What follows belongs to an exercise in optimizing a design on an open flow for a short achievable clock period and few clock cycles; a production flow would make more cautious choices. The RTL was checked by simulation tests, not by an equivalence proof against the original design. No activity file was given, so power comes from the tool's default toggle rates.

==> 06-08 <==
Design mini_alu_core, start of the top module:
module mini_alu_core #(
    parameter int DATA_W  = 16,
    parameter int ADDR_W  = 8,
    parameter int DEPTH   = 254,
    parameter int IP_W    = 16,
    parameter int LED_W   = 8,
    localparam int INSTR_W = 4 + 3 * ADDR_W
) (
    input  logic               Clock,
    input  logic               Reset,
    input  logic               iRun,
    output logic [IP_W-1:0]    oIP,
    input  logic [INSTR_W-1:0] iInstruction,
    output logic [LED_W-1:0]   oLed,
    output logic               oBusy
);
export LEC_CHECK = 0
export CAP_MARGIN = 30
export CORE_MARGIN = 2
export CORE_UTILIZATION = 40
export SLEW_MARGIN = 40
export TNS_END_PERCENT = 100
create_clock -name core_clock -period 10.0 [get_ports {Clock}]
standard.sh (not shown) runs the stock make flow with config.mk's settings and CLKGATE_MAP_FILE= SYNTH_SCRIPT=/design/flow/synth_recipe.tcl, a recipe that flattens the netlist after the stock synthesis.
==> flow/flow/run.sh <==
#!/bin/bash
set -euo pipefail
bash standard.sh SETUP_SLACK_MARGIN=6.5 finish > standard_flow.log 2>&1
==> 08-28: changes against 06-08 <==
--- a/flow/design.v
+++ b/flow/design.v
@@ -24,16 +24,20 @@
     localparam int MUL_BITS = 64;
     function automatic logic readsS1(input logic [3:0] op);
         readsS1 = (op == OP_ADD) || (op == OP_SUB) || (op == OP_SMUL) || (op == OP_BLE) || (op == OP_LED);
     endfunction
     function automatic logic readsS0(input logic [3:0] op);
         readsS0 = (op == OP_ADD) || (op == OP_SUB) || (op == OP_SMUL) || (op == OP_BLE);
     endfunction
     logic [IP_W-1:0]       pc_q;
+    logic                  irV_q;
+    logic [INSTR_W-1:0]    ir_q;
+    logic [IP_W-1:0]       irPcp1_q;
+    logic                  irPred_q;
     logic                  eWen_q, eSub_q, eLed_q, eBle_q, eMul_q, ePred_q, eLedML_q, eLedMH_q;
     logic [ADDR_W-1:0]     eDst_q;
     logic [IP_W-1:0]       eRedir_q;
     logic [DATA_W-1:0]     eOpA_q, eOpB_q;
     logic                  eAr_q, eA1_q, eA2_q, eAL_q, eAH_q;
     logic                  eBr_q, eB1_q, eB2_q, eBL_q, eBH_q;
     logic                  wWen_q, wMul_q;
     logic [ADDR_W-1:0]     wDst_q;
@@ -51,35 +55,42 @@
     logic [IP_W-1:0]       pcp1;
     assign fOp  = iInstruction[27:24];
     assign fDst = iInstruction[23:16];
     assign fS1  = iInstruction[15:8];
     assign fS0  = iInstruction[7:0];
     assign pcp1 = pc_q + 1'b1;
     assign fPred = (fOp == OP_JMP) ||
                    ((fOp == OP_BLE) && ((pc_q[IP_W-1:ADDR_W] != '0) || (fDst <= pc_q[ADDR_W-1:0])));
+    logic [3:0]            rOp;
+    logic [ADDR_W-1:0]     rDst, rS1, rS0;
     logic                  rRdA, rRdB, rWen, rSto, rStall, rLedM;
     logic                  rA1, rA2, rAL, rAH, rB1, rB2, rBL, rBH;
     logic [DATA_W-1:0]     rdA, rdB;
-    assign rRdA = readsS1(fOp);
-    assign rRdB = readsS0(fOp);
-    assign rSto = fOp == OP_STO;
-    assign rWen = ((fOp == OP_ADD) || (fOp == OP_SUB) || (fOp == OP_STO)) && (fDst < ADDR_W'(DEPTH));
-    assign rAL = rRdA && (fS1 == ADDR_W'(254));
-    assign rAH = rRdA && (fS1 == ADDR_W'(255));
-    assign rBL = rRdB && (fS0 == ADDR_W'(254));
-    assign rBH = rRdB && (fS0 == ADDR_W'(255));
-    assign rA1 = rRdA && eWen_q && (eDst_q == fS1);
-    assign rA2 = rRdA && wWen_q && (wDst_q == fS1) && !rA1;
-    assign rB1 = rRdB && eWen_q && (eDst_q == fS0);
-    assign rB2 = rRdB && wWen_q && (wDst_q == fS0) && !rB1;
-    assign rLedM  = eMul_q && (fOp == OP_LED);
+    assign rOp  = ir_q[27:24];
+    assign rDst = ir_q[23:16];
+    assign rS1  = ir_q[15:8];
+    assign rS0  = ir_q[7:0];
+    assign rRdA = irV_q && readsS1(rOp);
+    assign rRdB = irV_q && readsS0(rOp);
+    assign rSto = irV_q && (rOp == OP_STO);
+    assign rWen = irV_q && ((rOp == OP_ADD) || (rOp == OP_SUB) || (rOp == OP_STO)) &&
+                  (rDst < ADDR_W'(DEPTH));
+    assign rAL = rRdA && (rS1 == ADDR_W'(254));
+    assign rAH = rRdA && (rS1 == ADDR_W'(255));
+    assign rBL = rRdB && (rS0 == ADDR_W'(254));
+    assign rBH = rRdB && (rS0 == ADDR_W'(255));
+    assign rA1 = rRdA && eWen_q && (eDst_q == rS1);
+    assign rA2 = rRdA && wWen_q && (wDst_q == rS1) && !rA1;
+    assign rB1 = rRdB && eWen_q && (eDst_q == rS0);
+    assign rB2 = rRdB && wWen_q && (wDst_q == rS0) && !rB1;
+    assign rLedM  = eMul_q && irV_q && (rOp == OP_LED);
     assign rStall = eMul_q && (rAL || rAH || rBL || rBH) && !rLedM;
-    assign rdA = rSto ? iInstruction[15:0] : ((fS1 < ADDR_W'(DEPTH)) ? regs_q[fS1] : '0);
-    assign rdB = (fS0 < ADDR_W'(DEPTH)) ? regs_q[fS0] : '0;
+    assign rdA = rSto ? ir_q[15:0] : ((rS1 < ADDR_W'(DEPTH)) ? regs_q[rS1] : '0);
+    assign rdB = (rS0 < ADDR_W'(DEPTH)) ? regs_q[rS0] : '0;
     logic [DATA_W-1:0]     ma, mb, eRes;
     logic                  eLe, eMiss;
     logic [MUL_BITS-1:0]   mul_d;
     assign ma = ({DATA_W{eAr_q}} & eOpA_q) | ({DATA_W{eA1_q}} & wRes_q) | ({DATA_W{eA2_q}} & xRes_q) |
                 ({DATA_W{eAL_q}} & rl_q)   | ({DATA_W{eAH_q}} & rh_q);
     assign mb = ({DATA_W{eBr_q}} & eOpB_q) | ({DATA_W{eB1_q}} & wRes_q) | ({DATA_W{eB2_q}} & xRes_q) |
                 ({DATA_W{eBL_q}} & rl_q)   | ({DATA_W{eBH_q}} & rh_q);
     assign eRes  = eSub_q ? (ma - mb) : (ma + mb);
@@ -470,56 +481,67 @@
     wire fc222 = (~pp6_16 & pp7_14) | (~pp6_16 & hc168) | (pp7_14 & hc168);
     wire hs223 = pp7_15 ^ 1'b1;
     wire hc224 = pp7_15 & 1'b1;
     assign mul_d = {1'b0, hc224, fc222, fc220, fc218, fc216, fc214, fc212, fc210, fc208, fc206, fc204, fc202, fc200, fc198, fc196, fc194, fc192, fc190, fc188, fc186, fc184, fc182, fc180, fc178, fc176, fc174, hc172, hc170, bn1, 1'b0, bn0, 1'b1, ~pp7_16, hs223, fs221, fs219, fs217, fs215, fs213, fs211, fs209, fs207, fs205, fs203, fs201, fs199, fs197, fs195, fs193, fs191, fs189, fs187, fs185, fs183, fs181, fs179, fs177, fs175, fs173, hs171, hs169, pp0_1, pp0_0};
     assign mul_prod = mul_q[31:0] + mul_q[63:32];
     always_ff @(posedge Clock or posedge Reset) begin
         if (Reset) begin
             pc_q    <= '0;
+            irV_q   <= 1'b0;
             eWen_q  <= 1'b0;
             eLed_q  <= 1'b0;
             eBle_q  <= 1'b0;
             eMul_q  <= 1'b0;
             wWen_q  <= 1'b0;
             wMul_q  <= 1'b0;
             xWen_q  <= 1'b0;
             led_q   <= '0;
             rl_q    <= '0;
             rh_q    <= '0;
         end else begin
             if (iRun) begin
-                if (eMiss)        pc_q <= eRedir_q;
-                else if (!rStall) pc_q <= fPred ? IP_W'(fDst) : pcp1;
+                if (eMiss) begin
+                    pc_q  <= eRedir_q;
+                    irV_q <= 1'b0;
+                end else if (!rStall) begin
+                    pc_q  <= fPred ? IP_W'(fDst) : pcp1;
+                    irV_q <= 1'b1;
+                end
                 if (eMiss || rStall) begin
                     eWen_q <= 1'b0;
                     eLed_q <= 1'b0;
                     eBle_q <= 1'b0;
                     eMul_q <= 1'b0;
                 end else begin
                     eWen_q <= rWen;
-                    eLed_q <= fOp == OP_LED;
-                    eBle_q <= fOp == OP_BLE;
-                    eMul_q <= fOp == OP_SMUL;
+                    eLed_q <= irV_q && (rOp == OP_LED);
+                    eBle_q <= irV_q && (rOp == OP_BLE);
+                    eMul_q <= irV_q && (rOp == OP_SMUL);
                 end
                 wWen_q <= eWen_q;
                 wMul_q <= eMul_q;
                 xWen_q <= wWen_q;
                 if (eLed_q) led_q <= eLedML_q ? mul_prod[LED_W-1:0] :
                                      eLedMH_q ? mul_prod[DATA_W +: LED_W] : ma[LED_W-1:0];
             end
             if (wMul_q) {rh_q, rl_q} <= mul_prod;
         end
     end
     always_ff @(posedge Clock) begin
         if (iRun) begin
-            eSub_q   <= fOp == OP_SUB;
-            ePred_q  <= fPred;
-            eDst_q   <= fDst;
-            eRedir_q <= fPred ? pcp1 : IP_W'(fDst);
+            if (!rStall) begin
+                ir_q     <= iInstruction;
+                irPcp1_q <= pcp1;
+                irPred_q <= fPred;
+            end
+            eSub_q   <= rOp == OP_SUB;
+            ePred_q  <= irPred_q;
+            eDst_q   <= rDst;
+            eRedir_q <= irPred_q ? irPcp1_q : IP_W'(rDst);
             eOpA_q   <= rdA;
             eOpB_q   <= rdB;
             eAr_q    <= (rRdA || rSto) && !(rA1 || rA2 || rAL || rAH);
             eA1_q    <= rA1;
             eA2_q    <= rA2;
             eLedML_q <= rLedM && rAL;
             eLedMH_q <= rLedM && rAH;
             eAL_q    <= rAL;
==> flow/run.sh (new file) <==
#!/bin/bash
# synth_recipe.tcl (not shown) runs the flow's synth.tcl, then flattens the netlist and writes it again
# the make line also repeats each setting of config.mk as NAME=value (left out here)
make -C /OpenROAD-flow-scripts/flow DESIGN_CONFIG=/design/flow/config.mk WORK_HOME=/design/flow/orfs CLKGATE_MAP_FILE= SYNTH_SCRIPT=/design/flow/synth_recipe.tcl finish
Settings changed: SETUP_SLACK_MARGIN set to 5.
removed: flow/flow/run.sh
removed: flow/standard.sh
==> 08-24: changes against 06-08 <==
--- a/flow/design.v
+++ b/flow/design.v
@@ -24,17 +24,17 @@
     localparam int MUL_BITS = 64;
     function automatic logic readsS1(input logic [3:0] op);
         readsS1 = (op == OP_ADD) || (op == OP_SUB) || (op == OP_SMUL) || (op == OP_BLE) || (op == OP_LED);
     endfunction
     function automatic logic readsS0(input logic [3:0] op);
         readsS0 = (op == OP_ADD) || (op == OP_SUB) || (op == OP_SMUL) || (op == OP_BLE);
     endfunction
     logic [IP_W-1:0]       pc_q;
-    logic                  eWen_q, eSub_q, eLed_q, eBle_q, eMul_q, ePred_q, eLedML_q, eLedMH_q;
+    logic                  eWen_q, eSub_q, eLed_q, eBle_q, eMul_q, ePred_q;
     logic [ADDR_W-1:0]     eDst_q;
     logic [IP_W-1:0]       eRedir_q;
     logic [DATA_W-1:0]     eOpA_q, eOpB_q;
     logic                  eAr_q, eA1_q, eA2_q, eAL_q, eAH_q;
     logic                  eBr_q, eB1_q, eB2_q, eBL_q, eBH_q;
     logic                  wWen_q, wMul_q;
     logic [ADDR_W-1:0]     wDst_q;
     logic [DATA_W-1:0]     wRes_q;
@@ -51,33 +51,32 @@
     logic [IP_W-1:0]       pcp1;
     assign fOp  = iInstruction[27:24];
     assign fDst = iInstruction[23:16];
     assign fS1  = iInstruction[15:8];
     assign fS0  = iInstruction[7:0];
     assign pcp1 = pc_q + 1'b1;
     assign fPred = (fOp == OP_JMP) ||
                    ((fOp == OP_BLE) && ((pc_q[IP_W-1:ADDR_W] != '0) || (fDst <= pc_q[ADDR_W-1:0])));
-    logic                  rRdA, rRdB, rWen, rSto, rStall, rLedM;
+    logic                  rRdA, rRdB, rWen, rSto, rStall;
     logic                  rA1, rA2, rAL, rAH, rB1, rB2, rBL, rBH;
     logic [DATA_W-1:0]     rdA, rdB;
     assign rRdA = readsS1(fOp);
     assign rRdB = readsS0(fOp);
     assign rSto = fOp == OP_STO;
     assign rWen = ((fOp == OP_ADD) || (fOp == OP_SUB) || (fOp == OP_STO)) && (fDst < ADDR_W'(DEPTH));
     assign rAL = rRdA && (fS1 == ADDR_W'(254));
     assign rAH = rRdA && (fS1 == ADDR_W'(255));
     assign rBL = rRdB && (fS0 == ADDR_W'(254));
     assign rBH = rRdB && (fS0 == ADDR_W'(255));
     assign rA1 = rRdA && eWen_q && (eDst_q == fS1);
     assign rA2 = rRdA && wWen_q && (wDst_q == fS1) && !rA1;
     assign rB1 = rRdB && eWen_q && (eDst_q == fS0);
     assign rB2 = rRdB && wWen_q && (wDst_q == fS0) && !rB1;
-    assign rLedM  = eMul_q && (fOp == OP_LED);
-    assign rStall = eMul_q && (rAL || rAH || rBL || rBH) && !rLedM;
+    assign rStall = eMul_q && (rAL || rAH || rBL || rBH);
     assign rdA = rSto ? iInstruction[15:0] : ((fS1 < ADDR_W'(DEPTH)) ? regs_q[fS1] : '0);
     assign rdB = (fS0 < ADDR_W'(DEPTH)) ? regs_q[fS0] : '0;
     logic [DATA_W-1:0]     ma, mb, eRes;
     logic                  eLe, eMiss;
     logic [MUL_BITS-1:0]   mul_d;
     assign ma = ({DATA_W{eAr_q}} & eOpA_q) | ({DATA_W{eA1_q}} & wRes_q) | ({DATA_W{eA2_q}} & xRes_q) |
                 ({DATA_W{eAL_q}} & rl_q)   | ({DATA_W{eAH_q}} & rh_q);
     assign mb = ({DATA_W{eBr_q}} & eOpB_q) | ({DATA_W{eB1_q}} & wRes_q) | ({DATA_W{eB2_q}} & xRes_q) |
@@ -498,35 +497,32 @@
                     eWen_q <= rWen;
                     eLed_q <= fOp == OP_LED;
                     eBle_q <= fOp == OP_BLE;
                     eMul_q <= fOp == OP_SMUL;
                 end
                 wWen_q <= eWen_q;
                 wMul_q <= eMul_q;
                 xWen_q <= wWen_q;
-                if (eLed_q) led_q <= eLedML_q ? mul_prod[LED_W-1:0] :
-                                     eLedMH_q ? mul_prod[DATA_W +: LED_W] : ma[LED_W-1:0];
+                if (eLed_q) led_q <= ma[LED_W-1:0];
             end
             if (wMul_q) {rh_q, rl_q} <= mul_prod;
         end
     end
     always_ff @(posedge Clock) begin
         if (iRun) begin
             eSub_q   <= fOp == OP_SUB;
             ePred_q  <= fPred;
             eDst_q   <= fDst;
             eRedir_q <= fPred ? pcp1 : IP_W'(fDst);
             eOpA_q   <= rdA;
             eOpB_q   <= rdB;
             eAr_q    <= (rRdA || rSto) && !(rA1 || rA2 || rAL || rAH);
             eA1_q    <= rA1;
             eA2_q    <= rA2;
-            eLedML_q <= rLedM && rAL;
-            eLedMH_q <= rLedM && rAH;
             eAL_q    <= rAL;
             eAH_q    <= rAH;
             eBr_q    <= rRdB && !(rB1 || rB2 || rBL || rBH);
             eB1_q    <= rB1;
             eB2_q    <= rB2;
             eBL_q    <= rBL;
             eBH_q    <= rBH;
             wDst_q   <= eDst_q;
==> flow/run.sh (new file) <==
#!/bin/bash
# synth_recipe.tcl (not shown) runs the flow's synth.tcl, then flattens the netlist and writes it again
# the make line also repeats each setting of config.mk as NAME=value (left out here)
make -C /OpenROAD-flow-scripts/flow DESIGN_CONFIG=/design/flow/config.mk WORK_HOME=/design/flow/orfs CLKGATE_MAP_FILE= SYNTH_SCRIPT=/design/flow/synth_recipe.tcl finish
Settings changed: SETUP_SLACK_MARGIN set to 5.
removed: flow/flow/run.sh
removed: flow/standard.sh
==> 06-11: changes against 06-08 <==
--- a/flow/design.v
+++ b/flow/design.v
@@ -24,16 +24,20 @@
     localparam int MUL_BITS = 64;
     function automatic logic readsS1(input logic [3:0] op);
         readsS1 = (op == OP_ADD) || (op == OP_SUB) || (op == OP_SMUL) || (op == OP_BLE) || (op == OP_LED);
     endfunction
     function automatic logic readsS0(input logic [3:0] op);
         readsS0 = (op == OP_ADD) || (op == OP_SUB) || (op == OP_SMUL) || (op == OP_BLE);
     endfunction
     logic [IP_W-1:0]       pc_q;
+    logic                  irV_q;
+    logic [INSTR_W-1:0]    ir_q;
+    logic [IP_W-1:0]       irPcp1_q;
+    logic                  irPred_q;
     logic                  eWen_q, eSub_q, eLed_q, eBle_q, eMul_q, ePred_q, eLedML_q, eLedMH_q;
     logic [ADDR_W-1:0]     eDst_q;
     logic [IP_W-1:0]       eRedir_q;
     logic [DATA_W-1:0]     eOpA_q, eOpB_q;
     logic                  eAr_q, eA1_q, eA2_q, eAL_q, eAH_q;
     logic                  eBr_q, eB1_q, eB2_q, eBL_q, eBH_q;
     logic                  wWen_q, wMul_q;
     logic [ADDR_W-1:0]     wDst_q;
@@ -51,35 +55,42 @@
     logic [IP_W-1:0]       pcp1;
     assign fOp  = iInstruction[27:24];
     assign fDst = iInstruction[23:16];
     assign fS1  = iInstruction[15:8];
     assign fS0  = iInstruction[7:0];
     assign pcp1 = pc_q + 1'b1;
     assign fPred = (fOp == OP_JMP) ||
                    ((fOp == OP_BLE) && ((pc_q[IP_W-1:ADDR_W] != '0) || (fDst <= pc_q[ADDR_W-1:0])));
+    logic [3:0]            rOp;
+    logic [ADDR_W-1:0]     rDst, rS1, rS0;
     logic                  rRdA, rRdB, rWen, rSto, rStall, rLedM;
     logic                  rA1, rA2, rAL, rAH, rB1, rB2, rBL, rBH;
     logic [DATA_W-1:0]     rdA, rdB;
-    assign rRdA = readsS1(fOp);
-    assign rRdB = readsS0(fOp);
-    assign rSto = fOp == OP_STO;
-    assign rWen = ((fOp == OP_ADD) || (fOp == OP_SUB) || (fOp == OP_STO)) && (fDst < ADDR_W'(DEPTH));
-    assign rAL = rRdA && (fS1 == ADDR_W'(254));
-    assign rAH = rRdA && (fS1 == ADDR_W'(255));
-    assign rBL = rRdB && (fS0 == ADDR_W'(254));
-    assign rBH = rRdB && (fS0 == ADDR_W'(255));
-    assign rA1 = rRdA && eWen_q && (eDst_q == fS1);
-    assign rA2 = rRdA && wWen_q && (wDst_q == fS1) && !rA1;
-    assign rB1 = rRdB && eWen_q && (eDst_q == fS0);
-    assign rB2 = rRdB && wWen_q && (wDst_q == fS0) && !rB1;
-    assign rLedM  = eMul_q && (fOp == OP_LED);
+    assign rOp  = ir_q[27:24];
+    assign rDst = ir_q[23:16];
+    assign rS1  = ir_q[15:8];
+    assign rS0  = ir_q[7:0];
+    assign rRdA = irV_q && readsS1(rOp);
+    assign rRdB = irV_q && readsS0(rOp);
+    assign rSto = irV_q && (rOp == OP_STO);
+    assign rWen = irV_q && ((rOp == OP_ADD) || (rOp == OP_SUB) || (rOp == OP_STO)) &&
+                  (rDst < ADDR_W'(DEPTH));
+    assign rAL = rRdA && (rS1 == ADDR_W'(254));
+    assign rAH = rRdA && (rS1 == ADDR_W'(255));
+    assign rBL = rRdB && (rS0 == ADDR_W'(254));
+    assign rBH = rRdB && (rS0 == ADDR_W'(255));
+    assign rA1 = rRdA && eWen_q && (eDst_q == rS1);
+    assign rA2 = rRdA && wWen_q && (wDst_q == rS1) && !rA1;
+    assign rB1 = rRdB && eWen_q && (eDst_q == rS0);
+    assign rB2 = rRdB && wWen_q && (wDst_q == rS0) && !rB1;
+    assign rLedM  = eMul_q && irV_q && (rOp == OP_LED);
     assign rStall = eMul_q && (rAL || rAH || rBL || rBH) && !rLedM;
-    assign rdA = rSto ? iInstruction[15:0] : ((fS1 < ADDR_W'(DEPTH)) ? regs_q[fS1] : '0);
-    assign rdB = (fS0 < ADDR_W'(DEPTH)) ? regs_q[fS0] : '0;
+    assign rdA = rSto ? ir_q[15:0] : ((rS1 < ADDR_W'(DEPTH)) ? regs_q[rS1] : '0);
+    assign rdB = (rS0 < ADDR_W'(DEPTH)) ? regs_q[rS0] : '0;
     logic [DATA_W-1:0]     ma, mb, eRes;
     logic                  eLe, eMiss;
     logic [MUL_BITS-1:0]   mul_d;
     assign ma = ({DATA_W{eAr_q}} & eOpA_q) | ({DATA_W{eA1_q}} & wRes_q) | ({DATA_W{eA2_q}} & xRes_q) |
                 ({DATA_W{eAL_q}} & rl_q)   | ({DATA_W{eAH_q}} & rh_q);
     assign mb = ({DATA_W{eBr_q}} & eOpB_q) | ({DATA_W{eB1_q}} & wRes_q) | ({DATA_W{eB2_q}} & xRes_q) |
                 ({DATA_W{eBL_q}} & rl_q)   | ({DATA_W{eBH_q}} & rh_q);
     assign eRes  = eSub_q ? (ma - mb) : (ma + mb);
@@ -470,56 +481,67 @@
     wire fc222 = (~pp6_16 & pp7_14) | (~pp6_16 & hc168) | (pp7_14 & hc168);
     wire hs223 = pp7_15 ^ 1'b1;
     wire hc224 = pp7_15 & 1'b1;
     assign mul_d = {1'b0, hc224, fc222, fc220, fc218, fc216, fc214, fc212, fc210, fc208, fc206, fc204, fc202, fc200, fc198, fc196, fc194, fc192, fc190, fc188, fc186, fc184, fc182, fc180, fc178, fc176, fc174, hc172, hc170, bn1, 1'b0, bn0, 1'b1, ~pp7_16, hs223, fs221, fs219, fs217, fs215, fs213, fs211, fs209, fs207, fs205, fs203, fs201, fs199, fs197, fs195, fs193, fs191, fs189, fs187, fs185, fs183, fs181, fs179, fs177, fs175, fs173, hs171, hs169, pp0_1, pp0_0};
     assign mul_prod = mul_q[31:0] + mul_q[63:32];
     always_ff @(posedge Clock or posedge Reset) begin
         if (Reset) begin
             pc_q    <= '0;
+            irV_q   <= 1'b0;
             eWen_q  <= 1'b0;
             eLed_q  <= 1'b0;
             eBle_q  <= 1'b0;
             eMul_q  <= 1'b0;
             wWen_q  <= 1'b0;
             wMul_q  <= 1'b0;
             xWen_q  <= 1'b0;
             led_q   <= '0;
             rl_q    <= '0;
             rh_q    <= '0;
         end else begin
             if (iRun) begin
-                if (eMiss)        pc_q <= eRedir_q;
-                else if (!rStall) pc_q <= fPred ? IP_W'(fDst) : pcp1;
+                if (eMiss) begin
+                    pc_q  <= eRedir_q;
+                    irV_q <= 1'b0;
+                end else if (!rStall) begin
+                    pc_q  <= fPred ? IP_W'(fDst) : pcp1;
+                    irV_q <= 1'b1;
+                end
                 if (eMiss || rStall) begin
                     eWen_q <= 1'b0;
                     eLed_q <= 1'b0;
                     eBle_q <= 1'b0;
                     eMul_q <= 1'b0;
                 end else begin
                     eWen_q <= rWen;
-                    eLed_q <= fOp == OP_LED;
-                    eBle_q <= fOp == OP_BLE;
-                    eMul_q <= fOp == OP_SMUL;
+                    eLed_q <= irV_q && (rOp == OP_LED);
+                    eBle_q <= irV_q && (rOp == OP_BLE);
+                    eMul_q <= irV_q && (rOp == OP_SMUL);
                 end
                 wWen_q <= eWen_q;
                 wMul_q <= eMul_q;
                 xWen_q <= wWen_q;
                 if (eLed_q) led_q <= eLedML_q ? mul_prod[LED_W-1:0] :
                                      eLedMH_q ? mul_prod[DATA_W +: LED_W] : ma[LED_W-1:0];
             end
             if (wMul_q) {rh_q, rl_q} <= mul_prod;
         end
     end
     always_ff @(posedge Clock) begin
         if (iRun) begin
-            eSub_q   <= fOp == OP_SUB;
-            ePred_q  <= fPred;
-            eDst_q   <= fDst;
-            eRedir_q <= fPred ? pcp1 : IP_W'(fDst);
+            if (!rStall) begin
+                ir_q     <= iInstruction;
+                irPcp1_q <= pcp1;
+                irPred_q <= fPred;
+            end
+            eSub_q   <= rOp == OP_SUB;
+            ePred_q  <= irPred_q;
+            eDst_q   <= rDst;
+            eRedir_q <= irPred_q ? irPcp1_q : IP_W'(rDst);
             eOpA_q   <= rdA;
             eOpB_q   <= rdB;
             eAr_q    <= (rRdA || rSto) && !(rA1 || rA2 || rAL || rAH);
             eA1_q    <= rA1;
             eA2_q    <= rA2;
             eLedML_q <= rLedM && rAL;
             eLedMH_q <= rLedM && rAH;
             eAL_q    <= rAL;
==> run summary <==
- 08-28 produced a clean layout. 06-11 finished with timing, DRC and antenna clean. 06-08 passed the timing, design-rule and antenna checks. 08-24 produced a clean layout.
- The lowest global-route usage belongs to 08-28, the highest to 06-11.
- Between 08-24 and 06-08, the lower flip-flop and latch count is in 08-24 (gap 2).
- Between 06-11 and 08-28, the lower register-to-register slack is in 08-28 (gap 0.65 ns).
- Combinational power, lowest first: 08-24, 08-28, 06-08, 06-11.
==> figures <==
metric	06-08	06-11	08-24	08-28
Result of the run	finished clean	finished clean	finished clean	finished clean
Yosys cell types	67	73	84	73
Global routing usage on met1	0.3726	0.3848	0.3705	0.3654
Die area	524600 µm²	527900 µm²	523700 µm²	527900 µm²
Slowest cell on the critical path	mux4_2	a222oi_1	clkinv_1	dfxtp_4
Post-synthesis adder-cell area fraction	0.01373	0.01365	0.01376	0.01365
Detail-routed via count per cell	6.888	6.906	6.823	6.727
Peak supply drop	289.2 µV	341.5 µV	401.6 µV	274.6 µV
Syn_nets	11290	10410	11230	10410
Crit path from	iInstruction[0]	eBH_q	iInstruction[14]	-
Testbench counts of 06-08, summed over its fixed seeds: cycles 26,314.
Testbench counts of 08-28, summed over its fixed seeds: cycles 27,009.
Testbench counts of 08-24, summed over its fixed seeds: cycles 26,558.
Testbench counts of 06-11, summed over its fixed seeds: cycles 27,009.

-- static timing again, ports no longer ideal --
How much do the figures lean on ideal ports? The routed layouts below were timed once more, with nothing changed but the port constraints.
Step 1 sets driving cells, clkbuf_16 on the clock port and buf_2 on the other inputs (assumed; they add their load-dependent delay and slew).
Step 2, shift: input delay + t, output delay - t, t = (earliest + latest rising clock arrival at the registers) / 2. This alone moves slack from input paths to output paths.
Three values: ideal, step 1, step 2; two values: the first two.
| run | shift t [ns] | slack for setup (ns) | cell pins on the clock port's net |
|---|---|---|---|
| 06-08 | 1.171 | 5.502 / 5.162 / 3.992 | 1 |
| 08-28 | 1.153 | 4.875 / 4.875 / 4.790 | 1 |
| 08-24 | 1.161 | 4.856 / 4.679 / 3.517 | 1 |
| 06-11 | 1.179 | 5.528 / 5.528 / 5.125 | 1 |
After both steps every run listed still meets setup and hold. The setup slack of 06-08, which loses most, moves by -0.340 ns with the drivers and by -1.510 ns with both steps.
